Background: an optimization exercise with open tools, aiming at small area, a short achievable clock period and few clock cycles per item. Do not read the settings as production practice.
At most, simulation tests tie the RTL to the original design; equivalence was not proved.
No functional check of the RTL was part of runs 1 to 3.

==> flow/design.v, too long to show whole: its modules and the start of the top module <==
// module csa_x2: 7 lines
// module csa_fa: 10 lines
// module csa_mj: 8 lines
// module csa_xn: 7 lines
// module pfx_n: 11 lines
// module pfx_p: 11 lines
// module hisel: 13 lines
// module omux3: 11 lines
// module mul_tree: 1411 lines
// module round_add: 446 lines
// module tz23: 11 lines
// module ieee754_mul_arb: 242 lines
module ieee754_mul_arb (
  input  logic        clk,
  input  logic        rst_n,
  input  logic        req0_valid,
  input  logic [31:0] req0_a,
  input  logic [31:0] req0_b,
  output logic        req0_ready,
  input  logic        req1_valid,
  input  logic [31:0] req1_a,
  input  logic [31:0] req1_b,
  output logic        req1_ready,
  output logic        rsp_valid,
  input  logic        rsp_ready,
  output logic        rsp_id,
  output logic [31:0] rsp_s,
  output logic        rsp_ovf,
  output logic        rsp_unf
);
  // ...
==> flow/flow/run.sh <==
#!/bin/bash
# The standard layout (standard.sh) with changes to how it is made, not to what it must meet
# (the clock and constraints are the design's):
#  - timing repair aims at a setup slack of SETUP_SLACK_MARGIN ns instead of the default;
#  - the buffers that every port gets are buf_2 cells instead of the default delay buffers;
#  - clock tree synthesis builds the tree from clkbuf_8 cells (clkbuf_16 at the root) and adds
#    no dummy loads.
# standard.sh's output goes to standard.log here; each ORFS step logs to orfs/logs/.
set -euo pipefail
export SETUP_SLACK_MARGIN=7.0
export BUFFER_PORTS_ARGS="-buffer_cell sky130_fd_sc_hd__buf_2"
export CTS_ARGS="-sink_clustering_enable -repair_clock_nets -dont_use_dummy_load -root_buf sky130_fd_sc_hd__clkbuf_16 -buf_list sky130_fd_sc_hd__clkbuf_8"
bash standard.sh > standard.log 2>&1
==> flow/standard.sh <==
#!/bin/bash
# synth_recipe.tcl (not shown) runs the flow's synth.tcl, then flattens the netlist and writes it again
# the make line also repeats each setting of config.mk as NAME=value (left out here)
make -C /OpenROAD-flow-scripts/flow DESIGN_CONFIG=/design/flow/config.mk WORK_HOME=/design/flow/orfs CLKGATE_MAP_FILE= SYNTH_SCRIPT=/design/flow/synth_recipe.tcl "${@:-finish}"
==> flow/config.mk <==
export PLATFORM = sky130hd
export DESIGN_NAME = ieee754_mul_arb
export DESIGN_NICKNAME = ieee754_mul_arb
export VERILOG_FILES = /design/flow/design.v
export SDC_FILE = /design/flow/constraint.sdc
export NUM_CORES = 4
export LEC_CHECK = 0
export CAP_MARGIN = 20
export CORE_MARGIN = 2
export CORE_UTILIZATION = 55
export SLEW_MARGIN = 20
export SYNTH_HIERARCHICAL = 1
==> flow/constraint.sdc <==
create_clock -name core_clock -period 10.5 [get_ports {clk}]
set_input_delay 2.1000 -clock core_clock [delete_from_list [all_inputs] [get_ports {clk}]]
set_output_delay 2.1000 -clock core_clock [all_outputs]
set_load 0.01 [all_outputs]
==> impl_summary.txt, run 1 <==
----------------------------------------------------
[Worst setup path]
  FF-to-FF setup slack ... 7.05 ns
  Worst path depth ... 13

[Clock tree]
  Number of buffers on the longest clock path ... 3
  CTS tree ... yes

[Logic synthesis]
  Synth warn ... 8
  Combined area of all synthesized cells ... 29,200 sq um
  Average instance area after synthesis ... between 9 and 10 sq um

[Cells and area]
  Buffer count excluding the clock tree in the final layout ... 291
  Most common cell after layout, fill and taps aside ... xor2_1
  Final non-clock buffer share ... 6.86%
  Non-filler cells in the finished layout ... 3,727
  Most frequent cells in the layout ... xor2_1 (554), xnor2_1 (332), a22oi_1 (274), edfxtp_1 (241), maj3_2 (224)
  Area occupied by multi-input gates ... 20,100 sq um

[Global route]
  GRT met3 Usage ... 4.65%
  GR Overflow Total ... 0
  Wire length of the first global-routing pass ... 126 mm

[Routing]
  Detailed Route Iter0 Violations ... about 1,900
  Highest signal layer in the routed design ... met4
  Vias per inst ... 6.11
  Met2 wire length ... slightly below 40 mm

[Placed design]
  Final HPWL DP ... around 56 mm

[Timing]
  Pin slew with the least headroom to its limit ... 0.989 ns

[Die]
  Tap cell count ... 688
  Top Ports ... roughly 170

[Status]
  Run status ... timing/DRC/antenna clean

----------------------------------------------------
==> run 2, diff against run 1 <==
--- a/flow/flow/run.sh
+++ b/flow/flow/run.sh
@@ -7,7 +7,7 @@
 #    no dummy loads.
 # standard.sh's output goes to standard.log here; each ORFS step logs to orfs/logs/.
 set -euo pipefail
-export SETUP_SLACK_MARGIN=7.0
+export SETUP_SLACK_MARGIN=7.1
 export BUFFER_PORTS_ARGS="-buffer_cell sky130_fd_sc_hd__buf_2"
 export CTS_ARGS="-sink_clustering_enable -repair_clock_nets -dont_use_dummy_load -root_buf sky130_fd_sc_hd__clkbuf_16 -buf_list sky130_fd_sc_hd__clkbuf_8"
 bash standard.sh > standard.log 2>&1
==> run 2 against run 1 <==
Net effect: still clean on timing, DRC and antenna; non-clock buffer count rose by 42; critical path depth rose by 1; clock skew decreased by 0.016 ns; worst setup slack improved by 0.013 ns; area after synthesis stayed put; count of clock-buffer cells in the layout decreased by 1.
==> impl_summary.txt, run 2 <==
----------------------------------------------------
[Logic synthesis]
  Combined area of all synthesized cells ... 29,200 sq um (unchanged)
  Average instance area after synthesis ... 9.80 sq um (unchanged)
  Post-synthesis cell count ... 2,980 (unchanged)
  Synth warn ... 8 (unchanged)

[Routing]
  DRC violations left ... 0 (unchanged)
  Vias per inst ... 6.08 (was 6.11)
  Mean routed wirelength per cell ... 22.9 microns (was 22.5 microns)
  Total vias in the final route ... 22,896 (was 22,771)
  Count of nets left with antenna violations after detail routing ... 0 (unchanged)
  Initial DRT Pass Iterations ... 9 (was 7)
  Aggregate routed wire length ... 86.3 mm (was 84.0 mm)
  Detailed Route Iter0 Violations ... 2,148 (was 1,919)

[Clock tree]
  CTS tree ... yes (unchanged)
  Clock Latency Late Sink ... 0.54 ns (was 0.55 ns)
  Clock transition time at the flip-flop clock pins of the worst setup and hold paths ... 0.05 ns (about the same)
  Number of buffers on the longest clock path ... 3 (unchanged)
  Clock tree root driver cell ... clkbuf_16 (unchanged)
  Clock tree sinks ... 249 (unchanged)
  Hold-fix buffers, CTS ... 0 (unchanged)
  H-tree levels ... 2 (unchanged)
  TritonCTS Buffers ... 45 (was 46)

[Worst setup path]
  Slowest Stage Delay on Critical Path ... 0.48 ns (was 0.47 ns)
  Delay-heaviest family, CP ... compound AO/OA/AOI/OAI gates (was adder cells)
  Worst path depth ... 14 (was 13)
  Critical path cell sequence ... xor2_2 -> a21o_1 -> a21oi_2 -> o21ai_2 -> a21oi_4 -> inv_2 -> a21oi_4 -> nand2_2 -> xor2_2 -> mux2_4 -> mux2i_4 -> nor2_2 -> a222oi_1 -> inv_1 (was ha_1 -> inv_1 -> fa_2 -> inv_1 -> ha_2 -> o21ai_2 -> xor2_2 -> buf_12 -> mux2_2 -> mux2i_4 -> nor2_4 -> a222oi_1 -> inv_1)
  Worst Setup SP ... r1_q[28] (was r0_q[22])
  Reg2reg path depth ... 14 (was 13)
  Worst Path Class, Setup ... reg -> reg (unchanged)
  FF-to-FF setup slack ... 7.06 ns (was 7.05 ns)
  Data arrival, critical path ... 3.71 ns (was 3.72 ns)
  Slowest cell on crit path ... edfxtp_1 (was fa_2)
  Required @ worst endpoint ... 10.77 ns (about the same)
  Reg-to-Reg End ... sk_q[32] (was out_q[27])
  Buf/Inv on CP ... 2 (was 4)
  Kind of end point of the critical path ... register (unchanged)
  Crit path to ... sk_q[32] (was out_q[27])
  Kind of start point of the critical path ... register (unchanged)
  Worst Path Max Fanout ... 6 (was 7)
  Origin of the critical flop-to-flop path ... r1_q[28] (was r0_q[22])

[Timing]
  Crit share post-route ... 32.7% (was 32.9%)
  Sum Neg Setup Slack ... 0 ns (unchanged)
  Final hold vios ... 0 (unchanged)
  Worst slack on hold paths ... 0.421 ns (about the same)
  Unrepaired setup endpoints after global routing ... true (unchanged)
  Time the worst path needs with I/O delays and setup ... 3.44 ns (was 3.45 ns)
  Worst-case clock skew ... 0.0345 ns (was 0.0505 ns)
  Max Clk Rate ... 0.291 GHz (was 0.290 GHz)
  Pin slew with the least headroom to its limit ... 1.17 ns (was 0.989 ns)
  Headroom to the max-slew limit ... 21.1% (was 33.5%)
  Final number of max-transition violations ... 0 (unchanged)
  Final number of setup-violating endpoints ... 0 (unchanged)

[Global route]
  GR Overflow Total ... 0 (unchanged)
  Via count of the first global-routing pass ... 22,379 (was 22,212)
  Initial antenna violation count ... 2 (was 0)
  Maximum number of pins on one net before global-route repair ... 80 (was 79)
  Tot GR Track Use ... 30.0% (was 29.5%)
  Wire length of the first global-routing pass ... 127 mm (was 126 mm)

[Die]
  Area of the core ... 52,600 sq um (unchanged)
  Top Ports ... 171 (unchanged)
  # rows ... 84 (unchanged)
  Die Area ... 54,900 sq um (unchanged)
  X dimension of the die ... 234 microns (unchanged)
  Vertical die dimension ... 234 microns (unchanged)
  Effective utilization at floorplan ... 55.6% (unchanged)

[Cells and area]
  Most frequent cells in the layout ... xor2_1 (527), xnor2_1 (323), a22oi_1 (257), edfxtp_1 (241), maj3_2 (224) (was xor2_1 (554), xnor2_1 (332), a22oi_1 (274), edfxtp_1 (241), maj3_2 (224))
  Regs by FF count ... r0_q x38, r1_q x38 (unchanged)
  Area Growth Syn to Fin ... 11.9% (was 8.48%)
  Most common cell after layout, fill and taps aside ... xor2_1 (unchanged)
  Fill count ... 4,414 (was 4,566)
  Layout cells sized above 1 ... 29.4% (was 26.4%)
  Diode count ... 0 (was 1)
  Net count, final ... 3,290 (was 3,249)

[Worst hold path]
  Min-Delay Path Class ... reg -> reg (unchanged)

[Placed design]
  Quantity of I/O buffers inserted on ports ... 170 (unchanged)
  Routability congestion estimate ... 0.904 (was 0.903)
  Final HPWL DP ... 56.4 mm (was 56.3 mm)

[Flow run]
  Max-capacitance violation count ... 0 (unchanged)

[Status]
  Run status ... timing/DRC/antenna clean (unchanged)

----------------------------------------------------
==> run 2: cell type report <==
type | count | area (sq um) | area share [%]
tap | 688 | 861 | 2.64
multi-input combinational | 2336 | 20500 | 62.7
clock buffer | 45 | 676 | 2.07
sequential | 249 | 7440 | 22.8
timing repair buffer | 333 | 2780 | 8.52
inverter | 116 | 435 | 1.33
==> run 2: worst reg2reg max path: stages, from the launching register on <==
cell	delay, ns
edfxtp_1	0.48
xor2_2	0.21
a21o_1	0.22
a21oi_2	0.19
o21ai_2	0.11
a21oi_4	0.19
inv_2	0.07
a21oi_4	0.19
nand2_2	0.08
xor2_2	0.21
mux2_4	0.33
mux2i_4	0.30
nor2_2	0.14
a222oi_1	0.36
inv_1	0.10
==> run 2: worst min path at each step <==
stage | from | endpoint | slack [ns] | cells past startpoint
3_5_place_dp | id1_q | id2_q | 0.41 | 0
5_1_grt | id1_q | id2_q | 0.44 | 0
3_3_place_gp | id1_q | id2_q | 0.40 | 0
2_1_floorplan | id1_q | id2_q | 0.40 | 0
4_1_cts | id1_q | id2_q | 0.42 | 0
6_report | id1_q | id2_q | 0.42 | 0
==> run 2: per-layer routing <==
layer  global-route usage (%)  wire, microns  vias up
li1                         -              -    10566
met1                     40.6          37600    11136
met4                     10.2           2580        4
met5                        0             27        -
met3                     6.19           6860      180
met2                     47.8          39200     1010
==> run 2: repair_timing <==
item                                    in CTS  in global routing
endpoints found under the hold margin        0                  0
gates resized for setup                     61                191
buffers inserted                            19                 72
pin swaps                                    7                 99
endpoints found under the setup margin     107                 97
cloned                                       2                 10
==> run 2: per-stage QoR <==
step	area (sq um)	utilization (%)	setup WS, ns	std cells
final	32700	62.2	7.06	3767
after global routing	32700	62.2	6.94	3767
after CTS	30900	58.9	7.11	3683
after detailed placement	29800	56.6	6.42	3617
after global placement	29800	56.6	6.48	3617
after floorplan	29300	-	7.07	2989
==> run 3, diff against run 2 <==
--- a/flow/flow/run.sh
+++ b/flow/flow/run.sh
@@ -7,7 +7,7 @@
 #    no dummy loads.
 # standard.sh's output goes to standard.log here; each ORFS step logs to orfs/logs/.
 set -euo pipefail
-export SETUP_SLACK_MARGIN=7.1
+export SETUP_SLACK_MARGIN=7.2
 export BUFFER_PORTS_ARGS="-buffer_cell sky130_fd_sc_hd__buf_2"
 export CTS_ARGS="-sink_clustering_enable -repair_clock_nets -dont_use_dummy_load -root_buf sky130_fd_sc_hd__clkbuf_16 -buf_list sky130_fd_sc_hd__clkbuf_8"
 bash standard.sh > standard.log 2>&1
==> run 3 against run 2 <==
Net effect: critical path type unchanged; routed wire length up 2.4%; die area unchanged; area after synthesis unchanged; register-to-register slack better by 0.06 ns; via count up 2.3%; still clean; largest cell class unchanged; sequential share of layout area down 1.1 points; worst hold slack worse by 0.0011 ns; synthesized cell count unchanged.
==> impl_summary.txt, run 3 <==
----------------------------------------------------
[Timing]
  Time the worst path needs with I/O delays and setup ... 3.38 ns (was 3.44 ns)
  Pin slew with the least headroom to its limit ... 0.863 ns (was 1.17 ns)
  Crit share post-route ... 32.2% (was 32.7%)
  Unrepaired setup endpoints after global routing ... true (unchanged)
  Sum Neg Setup Slack ... 0 ns (unchanged)
  Worst slack on hold paths ... 0.420 ns (was 0.421 ns)
  Final hold vios ... 0 (unchanged)
  Max Clk Rate ... 0.296 GHz (was 0.291 GHz)
  Final number of setup-violating endpoints ... 0 (unchanged)
  PnR worst setup slack ... 7.12 ns (was 7.06 ns)
  Final number of max-transition violations ... 0 (unchanged)
  Headroom to the max-slew limit ... 42.4% (was 21.1%)
  Worst-case clock skew ... 0.0764 ns (was 0.0345 ns)

[Worst setup path]
  Required @ worst endpoint ... 10.74 ns (was 10.77 ns)
  Kind of end point of the critical path ... register (unchanged)
  FF-to-FF setup slack ... 7.12 ns (was 7.06 ns)
  Reg-to-Reg End ... out_q[33] (was sk_q[32])
  Origin of the critical flop-to-flop path ... r1_q[28] (unchanged)
  Crit path to ... out_q[33] (was sk_q[32])
  Kind of start point of the critical path ... register (unchanged)
  Worst Path Class, Setup ... reg -> reg (unchanged)
  Worst Path Max Fanout ... 5 (was 6)
  Worst Setup SP ... r1_q[28] (unchanged)
  Reg2reg path depth ... 14 (unchanged)
  Data arrival, critical path ... 3.62 ns (was 3.71 ns)

[Global route]
  Via count of the first global-routing pass ... 22,377 (was 22,379)
  Maximum number of pins on one net before global-route repair ... 79 (was 80)
  Tot GR Track Use ... 29.6% (was 30.0%)
  GR Overflow Total ... 0 (unchanged)
  Wire length of the first global-routing pass ... 126 mm (was 127 mm)
  Initial antenna violation count ... 0 (was 2)

[Worst hold path]
  Min-Delay Path Class ... reg -> reg (unchanged)

[Clock tree]
  Number of buffers on the longest clock path ... 3 (unchanged)
  Clock transition time at the flip-flop clock pins of the worst setup and hold paths ... 0.05 ns (about the same)
  CTS tree ... yes (unchanged)
  TritonCTS Buffers ... 46 (was 45)
  H-tree levels ... 2 (unchanged)
  Clock Latency Late Sink ... 0.56 ns (was 0.54 ns)
  Clock tree root driver cell ... clkbuf_16 (unchanged)
  Clock tree sinks ... 249 (unchanged)

[Die]
  # rows ... 84 (unchanged)
  Top Ports ... 171 (unchanged)
  Vertical die dimension ... 234 microns (unchanged)
  Area of the core ... 52,600 sq um (unchanged)
  Effective utilization at floorplan ... 55.6% (unchanged)
  X dimension of the die ... 234 microns (unchanged)
  Die Area ... 54,900 sq um (unchanged)

[Logic synthesis]
  Combined area of all synthesized cells ... 29,200 sq um (unchanged)
  Synth warn ... 8 (unchanged)
  Average instance area after synthesis ... 9.80 sq um (unchanged)
  Post-synthesis cell count ... 2,980 (unchanged)

[Cells and area]
  End-of-flow core utilization ... 65.3% (was 62.2%)
  Regs by FF count ... r0_q x38, r1_q x38 (unchanged)
  Net count, final ... 3,373 (was 3,290)
  Most common cell after layout, fill and taps aside ... xor2_1 (unchanged)
  Most frequent cells in the layout ... xor2_1 (511), xnor2_1 (310), edfxtp_1 (241), a22oi_1 (225), maj3_2 (224) (was xor2_1 (527), xnor2_1 (323), a22oi_1 (257), edfxtp_1 (241), maj3_2 (224))
  Area Growth Syn to Fin ... 17.6% (was 11.9%)
  Layout cells sized above 1 ... 34.1% (was 29.4%)

[Status]
  Run status ... timing/DRC/antenna clean (unchanged)

[Placed design]
  Post-placement setup slack ... 6.50 ns (was 6.42 ns)
  Final HPWL DP ... 54.8 mm (was 56.4 mm)
  Quantity of I/O buffers inserted on ports ... 170 (unchanged)
  Routability congestion estimate ... 0.878 (was 0.904)

[Routing]
  Mean routed wirelength per cell ... 22.9 microns (about the same)
  Initial DRT Pass Iterations ... 6 (was 9)
  DRC violations left ... 0 (unchanged)
  Detailed Route Iter0 Violations ... 2,341 (was 2,148)
  Aggregate routed wire length ... 88.3 mm (was 86.3 mm)
  Count of nets left with antenna violations after detail routing ... 0 (unchanged)
  Vias per inst ... 6.08 (about the same)
  Total vias in the final route ... 23,427 (was 22,896)

[Flow run]
  Max-capacitance violation count ... 0 (unchanged)

----------------------------------------------------
[run 3: changes by cell type in the layout (fill, tap and decap cells not counted), sizes merged]
cell and delta:
bufbuf +4, clkbuf +10, diode +1, buf +69
[run 3: per-layer routing]
layer,wire (microns),GRT usage (%),vias up,part of all wire (%)
li1,-,-,10707,-
met3,7700,6.20,214,8.7
met5,0,0,-,0
met1,37400,40.2,11417,42
met2,40200,47.5,1089,46
met4,3010,8.96,0,3.4
[run 3: worst max-delay path, cell delays in order (launching register included)]
cell      delay [ns]
edfxtp_1        0.50
xor2_2          0.21
a21o_1          0.23
a21oi_4         0.21
o21ai_4         0.08
a21oi_4         0.15
inv_2           0.06
a21oi_4         0.19
nand2_2         0.08
xor2_2          0.20
mux2_4          0.33
mux2i_4         0.30
nor2_4          0.11
a222oi_1        0.34
inv_1           0.11
[run 3: how the worst min path moves through the flow]
| stage | from | end | slack [ns] | cells after the start |
|---|---|---|---|---|
| 2_1_floorplan | id1_q | id2_q | 0.40 | 0 |
| 4_1_cts | id1_q | id2_q | 0.43 | 0 |
| 3_3_place_gp | id1_q | id2_q | 0.41 | 0 |
| 6_report | id1_q | id2_q | 0.42 | 0 |
| 3_5_place_dp | id1_q | id2_q | 0.41 | 0 |
| 5_1_grt | id1_q | id2_q | 0.42 | 0 |
[run 3: metrics by stage]
step / instances / cell area [sq um]
2_1_floorplan: 2989 / 29300
3_3_place_gp: 3612 / 29800
3_5_place_dp: 3612 / 29800
4_1_cts: 3741 / 31900
5_1_grt: 3850 / 34300
6_report: 3851 / 34300
[run 3: final cells by class]
class	count	area [sq um]
Clock buffer	46	689
Fill cell	4236	18200
Multi-Input combinational cell	2336	21100
Timing Repair Buffer	415	3780
Antenna cell	1	2.50
Inverter	116	435
Tap cell	688	861
Sequential cell	249	7440
[run 3: what timing repair did]
action / 4_1_cts / 5_1_grt
resized for setup: 123 / 255
pin swaps: 42 / 179
setup buffers: 76 / 90
cloned: 7 / 17
setup endpoints to repair: 124 / 98
hold buffers: 0 / 0
==> module ieee754_mul_arb, before the edit <==
module ieee754_mul_arb (
  input  logic        clk,
  input  logic        rst_n,
  input  logic        req0_valid,
  input  logic [31:0] req0_a,
  input  logic [31:0] req0_b,
  output logic        req0_ready,
  input  logic        req1_valid,
  input  logic [31:0] req1_a,
  input  logic [31:0] req1_b,
  output logic        req1_ready,
  output logic        rsp_valid,
  input  logic        rsp_ready,
  output logic        rsp_id,
  output logic [31:0] rsp_s,
  output logic        rsp_ovf,
  output logic        rsp_unf
);
  logic       turn_q, rdy0_q, rdy1_q;
  logic       v1_q, v2_q;
  logic [1:0] cnt_q;           
  logic       vld_q;           
  logic acc, push_ok, en2, en1, push, pop;
  logic v1_d, v2_d;
  logic [1:0] cnt_d;
  logic rdy_d, turn_d;
  assign acc     = (req0_valid & rdy0_q) | (req1_valid & rdy1_q);
  assign pop     = vld_q & rsp_ready;
  assign push_ok = (cnt_q != 2'd2);
  assign en2     = ~v2_q | push_ok;
  assign push    = v2_q & push_ok;
  assign en1     = ~v1_q | en2;
  always_comb begin
    v1_d   = en1 ? acc : v1_q;
    v2_d   = en2 ? v1_q : v2_q;
    cnt_d  = cnt_q + {1'b0, push} - {1'b0, pop};
    rdy_d  = ~(v1_d & v2_d & (cnt_d == 2'd2));
    turn_d = turn_q ^ (rdy0_q | rdy1_q);
  end
  always_ff @(posedge clk or negedge rst_n) begin
    if (!rst_n) begin
      turn_q <= 1'b0;
      rdy0_q <= 1'b0;
      rdy1_q <= 1'b0;
      v1_q   <= 1'b0;
      v2_q   <= 1'b0;
      cnt_q  <= 2'd0;
      vld_q  <= 1'b0;
    end else begin
      turn_q <= turn_d;
      rdy0_q <= rdy_d & ~turn_d;
      rdy1_q <= rdy_d & turn_d;
      v1_q   <= v1_d;
      v2_q   <= v2_d;
      cnt_q  <= cnt_d;
      vld_q  <= (cnt_d != 2'd0);
    end
  end
  assign req0_ready = rdy0_q;
  assign req1_ready = rdy1_q;
  logic [31:0] a_in, b_in;
  logic [11:0] one_in, two_in;
  logic [31:0] a1_q;
  logic [8:0]  bse1_q;         
  logic [10:0] bodd1_q;        
  logic [11:0] one1_q, two1_q;
  logic        id1_q;
  assign a_in = turn_q ? req1_a : req0_a;
  assign b_in = turn_q ? req1_b : req0_b;
  always_comb begin
    logic [24:0] mbx;
    mbx = {1'b1, b_in[22:0], 1'b0};    
    for (int i = 0; i < 12; i++) begin
      one_in[i] = mbx[2*i+1] ^ mbx[2*i];
      two_in[i] = (mbx[2*i+2] & ~mbx[2*i+1] & ~mbx[2*i]) | (~mbx[2*i+2] & mbx[2*i+1] & mbx[2*i]);
    end
  end
  always_ff @(posedge clk) begin
    if (en1) begin
      a1_q   <= a_in;
      bse1_q <= b_in[31:23];
      for (int i = 0; i < 11; i++) bodd1_q[i] <= b_in[2*i+1];
      one1_q <= one_in;
      two1_q <= two_in;
      id1_q  <= turn_q;
    end
  end
  logic [7:0]  ea, eb;
  logic        a_zero, b_zero, a_inf, b_inf, a_nan, b_nan;
  logic        nan_a, inf_a, zero_a;
  logic [9:0]  esum_a;
  logic [4:0]  tza, tzb;
  logic [5:0]  tzs;
  logic        st_lo_a, st_hi_a;
  logic [11:0] bneg;
  logic [47:0] r0_a, r1_a;
  logic        c10_a;
  logic [22:0] bf;
  always_comb begin
    for (int i = 0; i < 11; i++) bf[2*i+1] = bodd1_q[i];
    bf[0] = one1_q[0];
    for (int i = 1; i < 12; i++) bf[2*i] = one1_q[i] ^ bf[2*i-1];
  end
  assign ea     = a1_q[30:23];
  assign eb     = bse1_q[7:0];
  assign a_zero = (ea == 8'h00);
  assign b_zero = (eb == 8'h00);
  assign a_inf  = (ea == 8'hff) && (a1_q[22:0] == 23'd0);
  assign b_inf  = (eb == 8'hff) && (bf == 23'd0);
  assign a_nan  = (ea == 8'hff) && (a1_q[22:0] != 23'd0);
  assign b_nan  = (eb == 8'hff) && (bf != 23'd0);
  assign nan_a  = a_nan | b_nan | (a_inf & b_zero) | (b_inf & a_zero);
  assign inf_a  = a_inf | b_inf;
  assign zero_a = a_zero | b_zero;
  assign esum_a = {2'b00, ea} + {2'b00, eb} - 10'd127;
  tz23 u_tza (.f(a1_q[22:0]), .n(tza));
  tz23 u_tzb (.f(bf), .n(tzb));
  assign tzs     = {1'b0, tza} + {1'b0, tzb};
  assign st_lo_a = (tzs < 6'd22);    
  assign st_hi_a = (tzs < 6'd23);    
  always_comb begin
    for (int i = 0; i < 11; i++) bneg[i] = bodd1_q[i];
    bneg[11] = 1'b1;
  end
  mul_tree u_tree (
    .ma   ({1'b1, a1_q[22:0]}),
    .bneg (bneg),
    .bone (one1_q),
    .btwo (two1_q),
    .r0   (r0_a),
    .r1   (r1_a),
    .c10  (c10_a)
  );
  logic [47:10] r0_q, r1_q;
  logic        c10_q;
  logic [9:0]  esum_q;
  logic        sgn_q, spec_q, spec_ff_q, spec_nan_q, st_lo_q, st_hi_q, id2_q;
  always_ff @(posedge clk) begin
    if (en2) begin
      r0_q       <= r0_a[47:10];
      r1_q       <= r1_a[47:10];
      c10_q      <= c10_a;
      esum_q     <= esum_a;
      sgn_q      <= (a1_q[31] ^ bse1_q[8]) & ~nan_a;
      spec_q     <= nan_a | inf_a | zero_a;
      spec_ff_q  <= nan_a | inf_a;
      spec_nan_q <= nan_a;
      st_lo_q    <= st_lo_a;
      st_hi_q    <= st_hi_a;
      id2_q      <= id1_q;
    end
  end
  logic        c22, h24;
  logic [22:0] t0, t1;
  logic [3:0]  zb, za, zc;             
  logic [3:0]  zd;                     
  logic        sel_u, sel_h, sel_l, bh, bl2, bl1, p23, p22;
  logic        tie_h, tie_l, hi, ovl;
  logic [22:0] uh, ul;
  logic [22:0] mant_h, mant_l;
  logic [9:0]  e1;
  logic        ovf0, ovf1, unf0, unf1, nrm0, nrm1;
  logic [7:0]  fill0, fill1;
  logic        inc;
  logic [7:0]  ex0, ex1;
  logic [22:0] fr_h, fr_l;
  logic        ovf_1, ovf_0, unf_1, unf_0;
  round_add u_add (.x(r0_q), .y(r1_q), .c10(c10_q), .c22(c22), .h24(h24), .t0(t0), .t1(t1));
  always_comb begin
    zb    = {1'b0, h24, 2'b00} + {2'b00, r0_q[23], 1'b0} + {2'b00, r1_q[23], 1'b0}
          + {3'b000, r0_q[22]} + {3'b000, r1_q[22]};
    za    = zb + 4'd1;
    zc    = zb + 4'd2;
    zd    = zb + 4'd3;
    sel_u = c22 ? za[3] : zb[3];       
    sel_h = c22 ? zd[3] : zc[3];       
    sel_l = c22 ? zc[3] : za[3];       
    bh    = c22 ? zd[2] : zc[2];       
    bl2   = c22 ? zc[2] : za[2];       
    bl1   = c22 ? zc[1] : za[1];       
    p23   = c22 ? za[1] : zb[1];       
    p22   = c22 ? ~zb[0] : zb[0];      
    tie_h = p23 & ~st_hi_q;            
    tie_l = p22 & ~st_lo_q;            
    uh    = sel_h ? t1 : t0;           
    ul    = sel_l ? t1 : t0;           
    hi    = sel_u ? t1[22] : t0[22];   
    ovl   = ul[22];                    
    mant_h = {uh[21:0], bh & ~tie_h};
    mant_l = {ul[20:0], bl2, bl1 & ~tie_l};
    e1    = esum_q + 10'd1;
    ovf0  = !esum_q[9] && (esum_q[8] || esum_q[7:0] == 8'hff);
    unf0  = esum_q[9] || esum_q == 10'd0;
    ovf1  = !e1[9] && (e1[8] || e1[7:0] == 8'hff);
    unf1  = e1[9] || e1 == 10'd0;
    nrm0  = ~spec_q & ~ovf0 & ~unf0;
    nrm1  = ~spec_q & ~ovf1 & ~unf1;
    fill0 = {8{spec_ff_q | (~spec_q & ovf0)}};
    fill1 = {8{spec_ff_q | (~spec_q & ovf1)}};
    inc   = hi | ovl;
    ex0   = nrm0 ? esum_q[7:0] : fill0;
    ex1   = nrm1 ? e1[7:0] : fill1;
    fr_h  = (mant_h & {23{nrm1}}) | {spec_nan_q, 22'd0};
    fr_l  = (mant_l & {23{nrm0}}) | {spec_nan_q, 22'd0};
    ovf_1 = ~spec_q & ovf1;
    ovf_0 = ~spec_q & ovf0;
    unf_1 = ~spec_q & unf1 & ~ovf1;
    unf_0 = ~spec_q & unf0 & ~ovf0;
  end
  logic [34:0] out_q, sk_q, q_d;
  logic        c2, i1, i0, out_en, sk_en;
  assign c2     = (cnt_q == 2'd2);
  logic [3:0] h1g, h0g;
  logic       ovl_u;
  for (genvar q = 0; q < 4; q++) begin : g_hi
    hisel u_h (.a0(t0[22]), .a1(t1[22]), .sel(sel_u), .c2(c2), .s1(h1g[q]), .s0(h0g[q]));
  end
  assign ovl_u = sel_l ? t1[22] : t0[22];
  hisel u_inc (.a0(ovl_u), .a1(1'b1), .sel(hi), .c2(c2), .s1(i1), .s0(i0));
  assign out_en = c2 ? pop : push & (cnt_q == 2'd0 || pop);
  assign sk_en  = push & (cnt_q == 2'd1) & ~pop;
  for (genvar j = 0; j < 23; j++) begin : g_fr
    omux3 u_m (.a(fr_h[j]), .b(fr_l[j]), .c(sk_q[j]), .sa(h1g[j / 6]), .sb(h0g[j / 6]), .sc(c2),
               .y(q_d[j]));
  end
  for (genvar k = 0; k < 8; k++) begin : g_ex
    omux3 u_m (.a(ex1[k]), .b(ex0[k]), .c(sk_q[23+k]), .sa(i1), .sb(i0), .sc(c2), .y(q_d[23+k]));
  end
  omux3 u_unf (.a(unf_1), .b(unf_0), .c(sk_q[32]), .sa(i1), .sb(i0), .sc(c2), .y(q_d[32]));
  omux3 u_ovf (.a(ovf_1), .b(ovf_0), .c(sk_q[33]), .sa(i1), .sb(i0), .sc(c2), .y(q_d[33]));
  assign q_d[31] = c2 ? sk_q[31] : sgn_q;
  assign q_d[34] = c2 ? sk_q[34] : id2_q;
  always_ff @(posedge clk) begin
    if (out_en) out_q <= q_d;
    if (sk_en)  sk_q  <= q_d;
  end
  assign rsp_valid = vld_q;
  assign rsp_id    = out_q[34];
  assign rsp_ovf   = out_q[33];
  assign rsp_unf   = out_q[32];
  assign rsp_s     = out_q[31:0];
endmodule
==> run 4, diff against run 3 <==
--- a/flow/design.v
+++ b/flow/design.v
@@ -1933,17 +1933,6 @@
   assign t0[22] = s0x22;
   assign t1[22] = s1x22;
 endmodule
-module tz23 (
-  input  logic [22:0] f,
-  output logic [4:0]  n
-);
-  always_comb begin
-    n = 5'd23;
-    for (int i = 22; i >= 0; i--) begin
-      if (f[i]) n = 5'(i);
-    end
-  end
-endmodule
 module ieee754_mul_arb (
   input  logic        clk,
   input  logic        rst_n,
@@ -2035,8 +2024,7 @@
   logic        a_zero, b_zero, a_inf, b_inf, a_nan, b_nan;
   logic        nan_a, inf_a, zero_a;
   logic [9:0]  esum_a;
-  logic [4:0]  tza, tzb;
-  logic [5:0]  tzs;
+  logic [23:0] tza, tzb;
   logic        st_lo_a, st_hi_a;
   logic [11:0] bneg;
   logic [47:0] r0_a, r1_a;
@@ -2059,11 +2047,18 @@
   assign inf_a  = a_inf | b_inf;
   assign zero_a = a_zero | b_zero;
   assign esum_a = {2'b00, ea} + {2'b00, eb} - 10'd127;
-  tz23 u_tza (.f(a1_q[22:0]), .n(tza));
-  tz23 u_tzb (.f(bf), .n(tzb));
-  assign tzs     = {1'b0, tza} + {1'b0, tzb};
-  assign st_lo_a = (tzs < 6'd22);    
-  assign st_hi_a = (tzs < 6'd23);    
+  always_comb begin
+    tza[0] = 1'b1;
+    tzb[0] = 1'b1;
+    for (int k = 1; k < 24; k++) begin
+      tza[k] = tza[k-1] & ~a1_q[k-1];
+      tzb[k] = tzb[k-1] & ~bf[k-1];
+    end
+    st_lo_a = 1'b1;                    
+    st_hi_a = 1'b1;                    
+    for (int k = 0; k < 23; k++) if (tza[k] && tzb[22-k]) st_lo_a = 1'b0;
+    for (int k = 0; k < 24; k++) if (tza[k] && tzb[23-k]) st_hi_a = 1'b0;
+  end
   always_comb begin
     for (int i = 0; i < 11; i++) bneg[i] = bodd1_q[i];
     bneg[11] = 1'b1;
--- a/flow/flow/run.sh
+++ b/flow/flow/run.sh
@@ -7,7 +7,7 @@
 #    no dummy loads.
 # standard.sh's output goes to standard.log here; each ORFS step logs to orfs/logs/.
 set -euo pipefail
-export SETUP_SLACK_MARGIN=7.2
+export SETUP_SLACK_MARGIN=7.0
 export BUFFER_PORTS_ARGS="-buffer_cell sky130_fd_sc_hd__buf_2"
 export CTS_ARGS="-sink_clustering_enable -repair_clock_nets -dont_use_dummy_load -root_buf sky130_fd_sc_hd__clkbuf_16 -buf_list sky130_fd_sc_hd__clkbuf_8"
 bash standard.sh > standard.log 2>&1
--- a/flow/config.mk
+++ b/flow/config.mk
@@ -8,5 +8,6 @@
 export CAP_MARGIN = 20
 export CORE_MARGIN = 2
 export CORE_UTILIZATION = 55
+export PLACE_DENSITY = 0.72
 export SLEW_MARGIN = 20
 export SYNTH_HIERARCHICAL = 1
==> run 4 against run 3 <==
Net effect: worst setup slack better by 0.010 ns; utilization shrank 5.2 points; worst hold slack improved by 0.025 ns; synthesized cell count down 2.7%; first-iteration DRC count rose by 5.1%; global-route usage is 2.5 points lower; sequential cell count stayed put; critical path depth is 3 lower.
==> impl_summary.txt, run 4 <==
----------------------------------------------------
[Logic synthesis]
  Average instance area after synthesis ... 9.85 sq um (was 9.80 sq um)
  Post-synthesis cell count ... 2,901 (was 2,980)
  Synth warn ... 7 (was 8)
  Combined area of all synthesized cells ... 28,600 sq um (was 29,200 sq um)

[Timing]
  Time the worst path needs with I/O delays and setup ... 3.37 ns (was 3.38 ns)
  Max Clk Rate ... 0.297 GHz (was 0.296 GHz)
  Unrepaired setup endpoints after global routing ... true (unchanged)
  Crit share post-route ... 32.1% (was 32.2%)
  Headroom to the max-slew limit ... 18.3% (was 42.4%)
  Pin slew with the least headroom to its limit ... 1.21 ns (was 0.863 ns)
  Final hold vios ... 0 (unchanged)
  Final number of max-transition violations ... 0 (unchanged)
  Worst-case clock skew ... 0.0435 ns (was 0.0764 ns)
  Sum Neg Setup Slack ... 0 ns (unchanged)
  Final number of setup-violating endpoints ... 0 (unchanged)

[Clock tree]
  CTS tree ... yes (unchanged)
  H-tree levels ... 2 (unchanged)
  Clock Latency Late Sink ... 0.53 ns (was 0.56 ns)
  Clock tree root driver cell ... clkbuf_16 (unchanged)
  Clock tree sinks ... 249 (unchanged)
  TritonCTS Buffers ... 43 (was 46)
  Hold-fix buffers, CTS ... 0 (unchanged)
  Clock transition time at the flip-flop clock pins of the worst setup and hold paths ... 0.06 ns (was 0.05 ns)
  Number of buffers on the longest clock path ... 3 (unchanged)

[Cells and area]
  Layout cells sized above 1 ... 26.1% (was 34.1%)
  Diode count ... 0 (was 1)
  Most frequent cells in the layout ... xor2_1 (545), xnor2_1 (332), a22oi_1 (276), edfxtp_1 (241), maj3_2 (224) (was xor2_1 (511), xnor2_1 (310), edfxtp_1 (241), a22oi_1 (225), maj3_2 (224))
  Net count, final ... 3,164 (was 3,373)
  Fin area ... 30,800 sq um (was 34,300 sq um)
  Area Growth Syn to Fin ... 7.95% (was 17.6%)
  End-of-flow core utilization ... 60.1% (was 65.3%)
  Most common cell after layout, fill and taps aside ... xor2_1 (unchanged)
  Regs by FF count ... r0_q x38, r1_q x38 (unchanged)

[Placed design]
  Routability congestion estimate ... 0.906 (was 0.878)
  Final HPWL DP ... 51.0 mm (was 54.8 mm)
  Quantity of I/O buffers inserted on ports ... 170 (unchanged)
  Post-DP Area ... 29,100 sq um (was 29,800 sq um)

[Worst setup path]
  Kind of start point of the critical path ... register (unchanged)
  Worst Path Max Fanout ... 30 (was 5)
  Reg-to-Reg End ... r0_q[30] (was out_q[33])
  Worst Path Class, Setup ... reg -> reg (unchanged)
  FF-to-FF setup slack ... 7.13 ns (was 7.12 ns)
  Reg2reg path depth ... 11 (was 14)
  Crit path to ... r0_q[30] (was out_q[33])
  Worst Setup SP ... a1_q[12] (was r1_q[28])
  Required @ worst endpoint ... 10.74 ns (about the same)
  Kind of end point of the critical path ... register (unchanged)
  Origin of the critical flop-to-flop path ... a1_q[12] (was r1_q[28])
  Data arrival, critical path ... 3.61 ns (was 3.62 ns)

[Global route]
  Initial antenna violation count ... 1 (was 0)
  Wire length of the first global-routing pass ... 116 mm (was 126 mm)
  GR Overflow Total ... 0 (unchanged)
  Tot GR Track Use ... 27.1% (was 29.6%)
  Maximum number of pins on one net before global-route repair ... 79 (unchanged)
  Via count of the first global-routing pass ... 21,865 (was 22,377)

[Routing]
  Count of nets left with antenna violations after detail routing ... 0 (unchanged)
  DRC violations left ... 0 (unchanged)
  Vias per inst ... 6.09 (was 6.08)
  Detailed Route Iter0 Violations ... 2,460 (was 2,341)
  Total vias in the final route ... 22,151 (was 23,427)
  Aggregate routed wire length ... 76.3 mm (was 88.3 mm)
  Initial DRT Pass Iterations ... 7 (was 6)
  Mean routed wirelength per cell ... 21.0 microns (was 22.9 microns)

[Die]
  Vertical die dimension ... 232 microns (was 234 microns)
  Area of the core ... 51,300 sq um (was 52,600 sq um)
  Die Area ... 53,800 sq um (was 54,900 sq um)
  # rows ... 83 (was 84)
  Effective utilization at floorplan ... 55.7% (was 55.6%)
  X dimension of the die ... 232 microns (was 234 microns)
  Top Ports ... 171 (unchanged)

[Status]
  Run status ... timing/DRC/antenna clean (unchanged)

[Worst hold path]
  Min-Delay Path Class ... reg -> reg (unchanged)

[Flow run]
  Max-capacitance violation count ... 0 (unchanged)

----------------------------------------------------
-- run 4: area by class of cell --
cell class,count,area [sq um]
Timing Repair Buffer,295,2110
Sequential cell,249,7440
Clock buffer,43,648
Tap cell,680,851
Fill cell,4338,20500
Multi-Input combinational cell,2273,19400
Inverter,99,372
-- run 4: worst min path at each step --
stage	startpoint	to	slack, ns	depth (start not counted)
finish	id1_q	id2_q	0.44	0
global route	id1_q	id2_q	0.45	0
CTS	id1_q	id2_q	0.44	0
detailed placement	id1_q	id2_q	0.41	0
global placement	id1_q	id2_q	0.40	0
floorplan	id1_q	id2_q	0.40	0
-- run 4: worst max-delay path, stage by stage, from the launching register on --
cell	delay, ns
edfxtp_1	0.32
buf_4	0.41
a22oi_1	0.17
xnor2_1	0.28
xor2_1	0.21
xor2_1	0.29
maj3_2	0.30
xor2_1	0.19
xor2_1	0.33
xor2_1	0.29
xor2_1	0.20
xor2_1	0.09
-- run 4: stage by stage --
stage | setup slack (ns) | std cells | hold WS (ns)
floorplan | 6.94 | 2910 | 0.400
global placement | 6.56 | 3525 | 0.404
detailed placement | 6.42 | 3525 | 0.407
CTS | 7.04 | 3581 | 0.439
global route | 6.93 | 3639 | 0.452
finish | 7.13 | 3639 | 0.445
-- run 4: timing repair --
action,4_1_cts,5_1_grt
hold endpoints to repair,0,0
resized for setup,14,46
setup buffers,12,54
endpoints found under the setup margin,97,94
pin swaps,3,15
cloned,1,1
-- run 4: layer usage --
layer  wire (microns)  part of all wire [%]  vias to the layer above  track usage, %
li1                 -                     -                    10169               -
met1            32200                    42                    10737            35.9
met2            35400                    46                     1062            43.7
met3             6220                   8.2                      181            5.13
met4             2460                   3.2                        2            11.0
met5               18                 0.024                        -               0
Testbench counts of run 4, summed over its fixed seeds: cycles 4,120, items 4,096.
==> run 5, diff against run 4 <==
--- a/flow/config.mk
+++ b/flow/config.mk
@@ -8,6 +8,5 @@
 export CAP_MARGIN = 20
 export CORE_MARGIN = 2
 export CORE_UTILIZATION = 55
-export PLACE_DENSITY = 0.72
 export SLEW_MARGIN = 20
 export SYNTH_HIERARCHICAL = 1
==> run 5 against run 4 <==
Net effect: routed wire length increased by 5.7%; critical endpoint is now sk_q[25]; via count fell by 0.74%; critical path type unchanged.
==> impl_summary.txt, run 5 <==
----------------------------------------------------
[Status]
  Run status ... timing/DRC/antenna clean (unchanged)

[Logic synthesis]
  Average instance area after synthesis ... 9.85 sq um (unchanged)
  Post-synthesis cell count ... 2,901 (unchanged)
  Combined area of all synthesized cells ... 28,600 sq um (unchanged)
  Synth warn ... 7 (unchanged)

[Die]
  Top Ports ... 171 (unchanged)
  Vertical die dimension ... 232 microns (unchanged)
  X dimension of the die ... 232 microns (unchanged)
  Area of the core ... 51,300 sq um (unchanged)
  # rows ... 83 (unchanged)
  Die Area ... 53,800 sq um (unchanged)
  Effective utilization at floorplan ... 55.7% (unchanged)

[Timing]
  Unrepaired setup endpoints after global routing ... true (unchanged)
  Max Clk Rate ... 0.292 GHz (was 0.297 GHz)
  Crit share post-route ... 32.6% (was 32.1%)
  Worst-case clock skew ... 0.0447 ns (was 0.0435 ns)
  Headroom to the max-slew limit ... 36.0% (was 18.3%)
  Final number of setup-violating endpoints ... 0 (unchanged)
  Pin slew with the least headroom to its limit ... 0.952 ns (was 1.21 ns)
  Final number of max-transition violations ... 0 (unchanged)
  Time the worst path needs with I/O delays and setup ... 3.43 ns (was 3.37 ns)
  Final hold vios ... 0 (unchanged)
  Sum Neg Setup Slack ... 0 ns (unchanged)

[Flow run]
  Max-capacitance violation count ... 0 (unchanged)

[Clock tree]
  Hold-fix buffers, CTS ... 0 (unchanged)
  Number of buffers on the longest clock path ... 3 (unchanged)
  CTS tree ... yes (unchanged)
  Clock tree root driver cell ... clkbuf_16 (unchanged)
  TritonCTS Buffers ... 44 (was 43)
  Clock transition time at the flip-flop clock pins of the worst setup and hold paths ... 0.06 ns (about the same)
  Clock tree sinks ... 249 (unchanged)
  Clock Latency Late Sink ... 0.54 ns (was 0.53 ns)
  H-tree levels ... 2 (unchanged)

[Cells and area]
  Net count, final ... 3,169 (was 3,164)
  Most frequent cells in the layout ... xor2_1 (540), xnor2_1 (331), a22oi_1 (273), edfxtp_1 (241), maj3_2 (224) (was xor2_1 (545), xnor2_1 (332), a22oi_1 (276), edfxtp_1 (241), maj3_2 (224))
  Layout cells sized above 1 ... 26.9% (was 26.1%)
  Most common cell after layout, fill and taps aside ... xor2_1 (unchanged)
  Regs by FF count ... r0_q x38, r1_q x38 (unchanged)
  Area Growth Syn to Fin ... 8.25% (was 7.95%)
  Fin area ... 30,900 sq um (was 30,800 sq um)

[Routing]
  Detailed Route Iter0 Violations ... 1,821 (was 2,460)
  DRC violations left ... 0 (unchanged)
  Mean routed wirelength per cell ... 22.1 microns (was 21.0 microns)
  Total vias in the final route ... 21,986 (was 22,151)
  Count of nets left with antenna violations after detail routing ... 0 (unchanged)
  Aggregate routed wire length ... 80.6 mm (was 76.3 mm)
  Vias per inst ... 6.03 (was 6.09)
  Initial DRT Pass Iterations ... 6 (was 7)

[Worst setup path]
  Delay-heaviest family, CP ... compound AO/OA/AOI/OAI gates (was XOR/XNOR gates)
  Reg-to-Reg End ... sk_q[25] (was r0_q[30])
  Kind of start point of the critical path ... register (unchanged)
  Buf/Inv on CP ... 3 (was 1)
  Reg2reg path depth ... 14 (was 11)
  Slowest cell on crit path ... edfxtp_1 (was buf_4)
  Worst Path Max Fanout ... 6 (was 30)
  Required @ worst endpoint ... 10.76 ns (was 10.74 ns)
  Worst Path Class, Setup ... reg -> reg (unchanged)
  Slowest Stage Delay on Critical Path ... 0.44 ns (was 0.41 ns)
  Crit path to ... sk_q[25] (was r0_q[30])
  Cell repeated most along the worst path ... a21oi_4 (was xor2_1)
  Origin of the critical flop-to-flop path ... r0_q[25] (was a1_q[12])
  Kind of end point of the critical path ... register (unchanged)
  Worst path depth ... 14 (was 11)
  Critical path cell sequence ... xor2_2 -> and3_4 -> a21oi_4 -> inv_2 -> a21oi_4 -> inv_1 -> a21oi_4 -> nand2_2 -> xor2_2 -> mux2_4 -> mux2i_4 -> nor2_4 -> a222oi_1 -> inv_1 (was buf_4 -> a22oi_1 -> xnor2_1 -> xor2_1 -> xor2_1 -> maj3_2 -> xor2_1 -> xor2_1 -> xor2_1 -> xor2_1 -> xor2_1)
  FF-to-FF setup slack ... 7.07 ns (was 7.13 ns)
  Data arrival, critical path ... 3.69 ns (was 3.61 ns)
  Worst Setup SP ... r0_q[25] (was a1_q[12])

[Placed design]
  Quantity of I/O buffers inserted on ports ... 170 (unchanged)
  Post-DP Area ... 29,200 sq um (was 29,100 sq um)
  Routability congestion estimate ... 0.865 (was 0.906)
  Final HPWL DP ... 54.5 mm (was 51.0 mm)

[Global route]
  Wire length of the first global-routing pass ... 122 mm (was 116 mm)
  Tot GR Track Use ... 29.1% (was 27.1%)
  Via count of the first global-routing pass ... 21,954 (was 21,865)
  GR Overflow Total ... 0 (unchanged)
  Maximum number of pins on one net before global-route repair ... 79 (unchanged)
  Initial antenna violation count ... 3 (was 1)

[Worst hold path]
  Min-Delay Path Class ... reg -> reg (unchanged)
  Hold path depth ... 0 (unchanged)

----------------------------------------------------
[run 5: cell types whose count changed in the layout (fill, tap and decap cells not counted), moves of 2 or more]
cell      change
nor2_2        +2
clkbuf_8      +4
buf_4         -2
xor2_1        -5
and3_4        +8
nor2_1        -2
xor2_2        +4
and3_1        -8
buf_6        +14
a22oi_2       +3
a22oi_1       -3
buf_12       -11
[run 5: worst min path at each step]
stage | to | from | slack [ns]
floorplan | id2_q | id1_q | 0.40
global placement | id2_q | id1_q | 0.40
detailed placement | id2_q | id1_q | 0.41
CTS | id2_q | id1_q | 0.42
global route | id2_q | id1_q | 0.43
finish | id2_q | id1_q | 0.42
[run 5: area by class of cell]
class,count,area (sq um)
antenna,1,2.50
clock buffer,44,662
tap,680,851
timing repair buffer,298,2040
fill,4367,20400
sequential,249,7440
inverter,99,372
multi-input combinational,2274,19600
[run 5: layer usage]
layer  track usage, %  up-vias  share of wire [%]
met4             8.85        4                2.4
met5                0        -              0.029
met2             47.7      865                 46
met3             4.52      137                7.4
li1                 -    10177                  -
met1             39.6    10803                 44
[run 5: per-stage QoR]
step	utilization [%]	instances	hold slack, ns	setup WS (ns)
after floorplan	-	2910	0.400	6.94
after global placement	56.8	3534	0.405	6.43
after detailed placement	56.8	3534	0.407	6.29
after CTS	58.3	3580	0.421	7.00
after global routing	60.3	3644	0.435	6.94
final	60.3	3645	0.418	7.07
[run 5: repair_timing]
item,CTS,global route
buffers inserted,2,58
setup endpoints to repair,66,86
gates cloned,0,3
hold endpoints to repair,0,0
pin swaps,3,33
gates resized for setup,16,97
==> run 6, diff against run 5 <==
==> flow/flow/run.sh (replaced) <==
#!/bin/bash
# The standard layout (standard.sh) with changes to how it is made, not to what it must meet
# (the clock and constraints are the design's):
#  - timing repair aims at a setup slack of SETUP_SLACK_MARGIN ns instead of the default;
#  - the buffers that every port gets are buf_1 cells instead of the default delay buffers;
#  - clock tree synthesis builds the tree from clkbuf_4 cells (clkbuf_16 at the root) and adds
#    no dummy loads.
# standard.sh's output goes to standard.log here; each ORFS step logs to orfs/logs/.
set -euo pipefail
export SETUP_SLACK_MARGIN=7.0
export BUFFER_PORTS_ARGS="-buffer_cell sky130_fd_sc_hd__buf_1"
export CTS_ARGS="-sink_clustering_enable -repair_clock_nets -dont_use_dummy_load -root_buf sky130_fd_sc_hd__clkbuf_16 -buf_list sky130_fd_sc_hd__clkbuf_4"
bash standard.sh > standard.log 2>&1
--- a/flow/config.mk
+++ b/flow/config.mk
@@ -8,5 +8,6 @@
 export CAP_MARGIN = 20
 export CORE_MARGIN = 2
 export CORE_UTILIZATION = 55
+export PLACE_DENSITY = 0.72
 export SLEW_MARGIN = 20
 export SYNTH_HIERARCHICAL = 1
==> run 6 against run 5 <==
Net effect: still clean on timing, DRC and antenna; cell count rose by 0.11%; area after synthesis did not move; design area fell by 1.3%.
==> impl_summary.txt, run 6 <==
----------------------------------------------------
[Timing]
  Crit share post-route ... 32.2% (was 32.6%)
  PnR worst setup slack ... 7.12 ns (was 7.07 ns)
  Final number of max-transition violations ... 0 (unchanged)
  Pin slew with the least headroom to its limit ... 1.05 ns (was 0.952 ns)
  Worst-case clock skew ... 0.0583 ns (was 0.0447 ns)
  Max Clk Rate ... 0.296 GHz (was 0.292 GHz)
  Unrepaired setup endpoints after global routing ... true (unchanged)
  Time the worst path needs with I/O delays and setup ... 3.38 ns (was 3.43 ns)
  Final hold vios ... 0 (unchanged)
  Final number of setup-violating endpoints ... 0 (unchanged)
  Sum Neg Setup Slack ... 0 ns (unchanged)
  Headroom to the max-slew limit ... 30.0% (was 36.0%)

[Routing]
  Mean routed wirelength per cell ... 21.4 microns (was 22.1 microns)
  DRC violations left ... 0 (unchanged)
  Vias per inst ... 6.16 (was 6.03)
  Detailed Route Iter0 Violations ... 2,250 (was 1,821)
  Count of nets left with antenna violations after detail routing ... 0 (unchanged)
  Total vias in the final route ... 22,462 (was 21,986)
  Aggregate routed wire length ... 77.9 mm (was 80.6 mm)
  Initial DRT Pass Iterations ... 8 (was 6)

[Cells and area]
  Diode count ... 0 (was 1)
  Net count, final ... 3,174 (was 3,169)
  Area Growth Syn to Fin ... 6.89% (was 8.25%)
  Regs by FF count ... r0_q x38, r1_q x38 (unchanged)
  Layout cells sized above 1 ... 20.6% (was 26.9%)
  Most common cell after layout, fill and taps aside ... xor2_1 (unchanged)
  Most frequent cells in the layout ... xor2_1 (548), xnor2_1 (332), a22oi_1 (276), edfxtp_1 (241), maj3_2 (224) (was xor2_1 (540), xnor2_1 (331), a22oi_1 (273), edfxtp_1 (241), maj3_2 (224))

[Worst setup path]
  Data arrival, critical path ... 3.67 ns (was 3.69 ns)
  Cell repeated most along the worst path ... ha_1 (was a21oi_4)
  Origin of the critical flop-to-flop path ... r0_q[22] (was r0_q[25])
  Buf/Inv on CP ... 2 (was 3)
  Kind of end point of the critical path ... register (unchanged)
  Slowest Stage Delay on Critical Path ... 0.42 ns (was 0.44 ns)
  Required @ worst endpoint ... 10.79 ns (was 10.76 ns)
  Worst Path Max Fanout ... 11 (was 6)
  Kind of start point of the critical path ... register (unchanged)
  Slowest cell on crit path ... fa_1 (was edfxtp_1)
  Worst Setup SP ... r0_q[22] (was r0_q[25])
  Critical path cell sequence ... ha_1 -> fa_1 -> xor2_2 -> ha_1 -> o21ai_2 -> xor2_4 -> buf_12 -> mux2_2 -> mux2i_4 -> nor2_4 -> a222oi_1 -> inv_1 (was xor2_2 -> and3_4 -> a21oi_4 -> inv_2 -> a21oi_4 -> inv_1 -> a21oi_4 -> nand2_2 -> xor2_2 -> mux2_4 -> mux2i_4 -> nor2_4 -> a222oi_1 -> inv_1)
  Worst Path Class, Setup ... reg -> reg (unchanged)
  Delay-heaviest family, CP ... adder cells (was compound AO/OA/AOI/OAI gates)

[Global route]
  Initial antenna violation count ... 1 (was 3)
  Wire length of the first global-routing pass ... 119 mm (was 122 mm)
  Via count of the first global-routing pass ... 22,284 (was 21,954)
  Tot GR Track Use ... 28.0% (was 29.1%)
  Maximum number of pins on one net before global-route repair ... 79 (unchanged)
  GR Overflow Total ... 0 (unchanged)

[Logic synthesis]
  Synth warn ... 7 (unchanged)
  Post-synthesis cell count ... 2,901 (unchanged)
  Combined area of all synthesized cells ... 28,600 sq um (unchanged)
  Average instance area after synthesis ... 9.85 sq um (unchanged)

[Status]
  Run status ... timing/DRC/antenna clean (unchanged)

[Clock tree]
  CTS tree ... yes (unchanged)
  Clock tree root driver cell ... clkbuf_16 (unchanged)
  Clock transition time at the flip-flop clock pins of the worst setup and hold paths ... 0.06 ns (about the same)
  H-tree levels ... 3 (was 2)
  Number of buffers on the longest clock path ... 3 (unchanged)
  TritonCTS Buffers ... 72 (was 44)
  Clock tree sinks ... 249 (unchanged)
  Clock Latency Late Sink ... 0.57 ns (was 0.54 ns)

[Placed design]
  Quantity of I/O buffers inserted on ports ... 170 (unchanged)
  Post-placement setup slack ... 6.38 ns (was 6.29 ns)
  Final HPWL DP ... 51.8 mm (was 54.5 mm)
  Routability congestion estimate ... 0.901 (was 0.865)

[Die]
  X dimension of the die ... 232 microns (unchanged)
  Area of the core ... 51,300 sq um (unchanged)
  Die Area ... 53,800 sq um (unchanged)
  Effective utilization at floorplan ... 55.7% (unchanged)
  # rows ... 83 (unchanged)
  Top Ports ... 171 (unchanged)
  Vertical die dimension ... 232 microns (unchanged)

[Worst hold path]
  Source of the worst hold timing path ... id1_q (unchanged)
  Min-Delay Path Class ... reg -> reg (unchanged)

[Flow run]
  Max-capacitance violation count ... 0 (unchanged)

----------------------------------------------------
run 6: layer usage:
layer | share of wire (%) | global-route usage [%] | wire length, microns | up-vias
met5 | 0.023 | 0 | 18 | -
met4 | 2.8 | 10.8 | 2220 | 2
met3 | 8.2 | 5.53 | 6390 | 188
met2 | 47 | 45.8 | 36800 | 1172
met1 | 42 | 36.4 | 32500 | 10876
li1 | - | - | - | 10224
run 6: timing repair:
item	4_1_cts	5_1_grt
gates cloned	0	3
endpoints found under the setup margin	83	90
setup buffers	12	33
hold buffers	0	0
resized for setup	13	62
hold endpoints to repair	0	0
pin swaps	2	15
run 6: path summary, 6_finish.rpt:
| check | slack (ns) | depth (start not counted) | to |
|---|---|---|---|
| setup / recovery | 7.12 | 12 | out_q[25] |
| hold / removal | 0.42 | 0 | id2_q |
| setup reg to reg | 7.12 | 12 | out_q[25] |
| hold reg to reg | 0.42 | 0 | id2_q |
| max in group asynchronous | 8.72 | 1 | turn_q |
| min in group asynchronous | 1.45 | 1 | cnt_q[0] |
run 6: per-stage QoR:
| step | cells | cell area (sq um) | utilization (%) | hold slack [ns] |
|---|---|---|---|---|
| 3_5_place_dp | 3526 | 28900 | 56.3 | 0.412 |
| 3_3_place_gp | 3526 | 28900 | 56.3 | 0.405 |
| 4_1_cts | 3610 | 29800 | 58.0 | 0.422 |
| 5_1_grt | 3649 | 30500 | 59.5 | 0.421 |
| 2_1_floorplan | 2910 | 28600 | - | 0.400 |
| 6_report | 3649 | 30500 | 59.5 | 0.419 |
run 6: layout make-up:
| class | instances | area (sq um) |
|---|---|---|
| Tap cell | 680 | 851 |
| Sequential cell | 249 | 7440 |
| Clock buffer | 72 | 698 |
| Multi-Input combinational cell | 2274 | 19500 |
| Inverter | 99 | 372 |
| Timing Repair Buffer | 275 | 1720 |
| Fill cell | 4299 | 20800 |
==> run 7, diff against run 6 <==
--- a/flow/config.mk
+++ b/flow/config.mk
@@ -7,7 +7,7 @@
 export LEC_CHECK = 0
 export CAP_MARGIN = 20
 export CORE_MARGIN = 2
-export CORE_UTILIZATION = 55
-export PLACE_DENSITY = 0.72
+export CORE_UTILIZATION = 65
+export PLACE_DENSITY = 0.78
 export SLEW_MARGIN = 20
 export SYNTH_HIERARCHICAL = 1
==> run 7 against run 6 <==
Net effect: register-to-register slack got worse by 0.04 ns; clock skew decreased by 0.013 ns; routed wire length shrank 1.2%.
==> impl_summary.txt, run 7 <==
----------------------------------------------------
[Status]
  Run status ... timing/DRC/antenna clean (unchanged)

[Worst setup path]
  Slowest cell on crit path ... edfxtp_1 (was fa_1)
  Kind of end point of the critical path ... register (unchanged)
  Required @ worst endpoint ... 10.78 ns (was 10.79 ns)
  Origin of the critical flop-to-flop path ... r1_q[25] (was r0_q[22])
  Kind of start point of the critical path ... register (unchanged)
  Worst Setup SP ... r1_q[25] (was r0_q[22])
  Critical path cell sequence ... xor2_1 -> and3_4 -> a21oi_4 -> inv_2 -> a21oi_4 -> inv_2 -> a21oi_2 -> nand2_1 -> xor2_2 -> mux2_4 -> mux2i_4 -> nor2_2 -> a222oi_1 -> inv_1 (was ha_1 -> fa_1 -> xor2_2 -> ha_1 -> o21ai_2 -> xor2_4 -> buf_12 -> mux2_2 -> mux2i_4 -> nor2_4 -> a222oi_1 -> inv_1)
  Worst Path Max Fanout ... 6 (was 11)
  Worst Path Class, Setup ... reg -> reg (unchanged)
  Data arrival, critical path ... 3.69 ns (was 3.67 ns)

[Placed design]
  Post-placement setup slack ... 6.29 ns (was 6.38 ns)
  Quantity of I/O buffers inserted on ports ... 170 (unchanged)
  Final HPWL DP ... 51.2 mm (was 51.8 mm)
  Routability congestion estimate ... 0.902 (was 0.901)
  Placed cell count ... 3,427 (was 3,526)

[Die]
  Area of the core ... 43,300 sq um (was 51,300 sq um)
  Effective utilization at floorplan ... 66.0% (was 55.7%)
  Vertical die dimension ... 214 microns (was 232 microns)
  X dimension of the die ... 214 microns (was 232 microns)

[Routing]
  Vias per inst ... 6.35 (was 6.16)
  Mean routed wirelength per cell ... 21.5 microns (was 21.4 microns)
  DRC violations left ... 0 (unchanged)
  Count of nets left with antenna violations after detail routing ... 0 (unchanged)
  Detailed Route Iter0 Violations ... 2,578 (was 2,250)
  Total vias in the final route ... 22,759 (was 22,462)
  Initial DRT Pass Iterations ... 9 (was 8)

[Clock tree]
  Clock transition time at the flip-flop clock pins of the worst setup and hold paths ... 0.06 ns (about the same)
  TritonCTS Buffers ... 69 (was 72)
  Clock tree root driver cell ... clkbuf_16 (unchanged)
  Number of buffers on the longest clock path ... 3 (unchanged)
  Clock Latency Late Sink ... 0.56 ns (was 0.57 ns)
  H-tree levels ... 3 (unchanged)
  CTS tree ... yes (unchanged)

[Global route]
  Via count of the first global-routing pass ... 22,585 (was 22,284)
  Initial antenna violation count ... 0 (was 1)
  GR Overflow Total ... 0 (unchanged)
  Tot GR Track Use ... 33.1% (was 28.0%)
  Maximum number of pins on one net before global-route repair ... 79 (unchanged)
  Wire length of the first global-routing pass ... 118 mm (was 119 mm)

[Cells and area]
  Layout cells sized above 1 ... 22.0% (was 20.6%)
  Most common cell after layout, fill and taps aside ... xor2_1 (unchanged)
  Fin area ... 30,800 sq um (was 30,500 sq um)
  Diode count ... 0 (unchanged)
  Area Growth Syn to Fin ... 7.93% (was 6.89%)
  Storage element area ... 7440 sq um (unchanged)
  Net count, final ... 3,204 (was 3,174)
  Area occupied by multi-input gates ... 19,600 sq um (was 19,500 sq um)
  Fill count ... 3,184 (was 4,299)
  Regs by FF count ... r0_q x38, r1_q x38 (unchanged)

[Timing]
  Max Clk Rate ... 0.292 GHz (was 0.296 GHz)
  Headroom to the max-slew limit ... 18.4% (was 30.0%)
  Worst-case clock skew ... 0.0450 ns (was 0.0583 ns)
  Pin slew with the least headroom to its limit ... 1.21 ns (was 1.05 ns)
  Final hold vios ... 0 (unchanged)
  Unrepaired setup endpoints after global routing ... true (unchanged)
  PnR worst setup slack ... 7.08 ns (was 7.12 ns)
  Crit share post-route ... 32.6% (was 32.2%)
  Final number of max-transition violations ... 0 (unchanged)
  Time the worst path needs with I/O delays and setup ... 3.42 ns (was 3.38 ns)
  Final number of setup-violating endpoints ... 0 (unchanged)
  Sum Neg Setup Slack ... 0 ns (unchanged)

[Worst hold path]
  Min-Delay Path Class ... reg -> reg (unchanged)
  Source of the worst hold timing path ... id1_q (unchanged)

[Logic synthesis]
  Average instance area after synthesis ... 9.85 sq um (unchanged)
  Post-synthesis cell count ... 2,901 (unchanged)
  Combined area of all synthesized cells ... 28,600 sq um (unchanged)
  Synth warn ... 7 (unchanged)

[Flow run]
  Max-capacitance violation count ... 0 (unchanged)

----------------------------------------------------
-- run 7: final cells by class --
| cell class | count | area share (%) |
|---|---|---|
| multi-input combinational | 2274 | 63.4 |
| tap | 585 | 2.37 |
| sequential | 249 | 24.1 |
| inverter | 99 | 1.21 |
| clock buffer | 69 | 2.19 |
| timing repair buffer | 308 | 6.68 |
-- run 7: routing by layer --
| metal | global-route usage, % | part of all wire, % | wire (microns) |
|---|---|---|---|
| met3 | 7.29 | 9.6 | 7400 |
| met4 | 14.2 | 3.1 | 2410 |
| met1 | 42.3 | 40 | 30800 |
| met5 | 0 | 0 | 0 |
| met2 | 54.0 | 47 | 36500 |
-- run 7: worst paths after layout --
path	end	slack, ns	depth (start not counted)
worst max-delay path	sk_q[29]	7.08	14
worst min-delay path	id2_q	0.43	0
worst max register to register	sk_q[29]	7.08	14
worst min register to register	id2_q	0.43	0
max in group asynchronous	turn_q	8.71	1
min in group asynchronous	rdy0_q	1.46	1
-- run 7: what timing repair did --
action                                  CTS  global route
hold buffers                              0             0
endpoints found under the setup margin   95            91
buffers inserted                         17            66
endpoints found under the hold margin     0             0
gates cloned                              0             3
pin swaps                                 3            28
gates resized for setup                  15            85
-- run 7: stage by stage --
stage               util, %
floorplan                 -
global placement       66.4
detailed placement     66.4
CTS                    68.6
global route           71.3
finish                 71.3

[port drivers added, routing unchanged]
Ports are ideal in the flow. The routed layouts listed here were re-timed in OpenROAD. Step 1: set_driving_cell puts a clkbuf_16 on clk and a buf_2 on each other input, an assumption about the parent block. Step 2 times the ports against the registers' clock, not the clock port: input delays grow and output delays shrink by t, the midpoint of the rising clock arrivals with the driver on. Three values: no drivers, after step 1, after step 2; two values: the first two.
run	t (ns)	setup slack, ns	worst setup path at the end	worst data-port slew with drivers (ns)
run 1	0.584	7.049 / 7.049 / 6.790	input to register	0.05
run 2	0.590	7.062 / 7.062 / 6.881	input to register	0.05
run 3	0.586	7.124 / 7.124 / 6.968	input to register	0.05
run 4	0.568	7.134 / 7.134 / 6.696	input to register	0.04
run 5	0.580	7.074 / 7.074 / 6.753	input to register	0.06
run 6	0.592	7.117 / 7.117 / 6.757	input to register	0.05
run 7	0.593	7.081 / 7.081 / 6.747	input to register	0.05
After both steps every run listed still meets setup and hold. For run 4, which loses most, drivers alone change the setup slack by 0.000 ns; drivers and shift together by -0.438 ns.
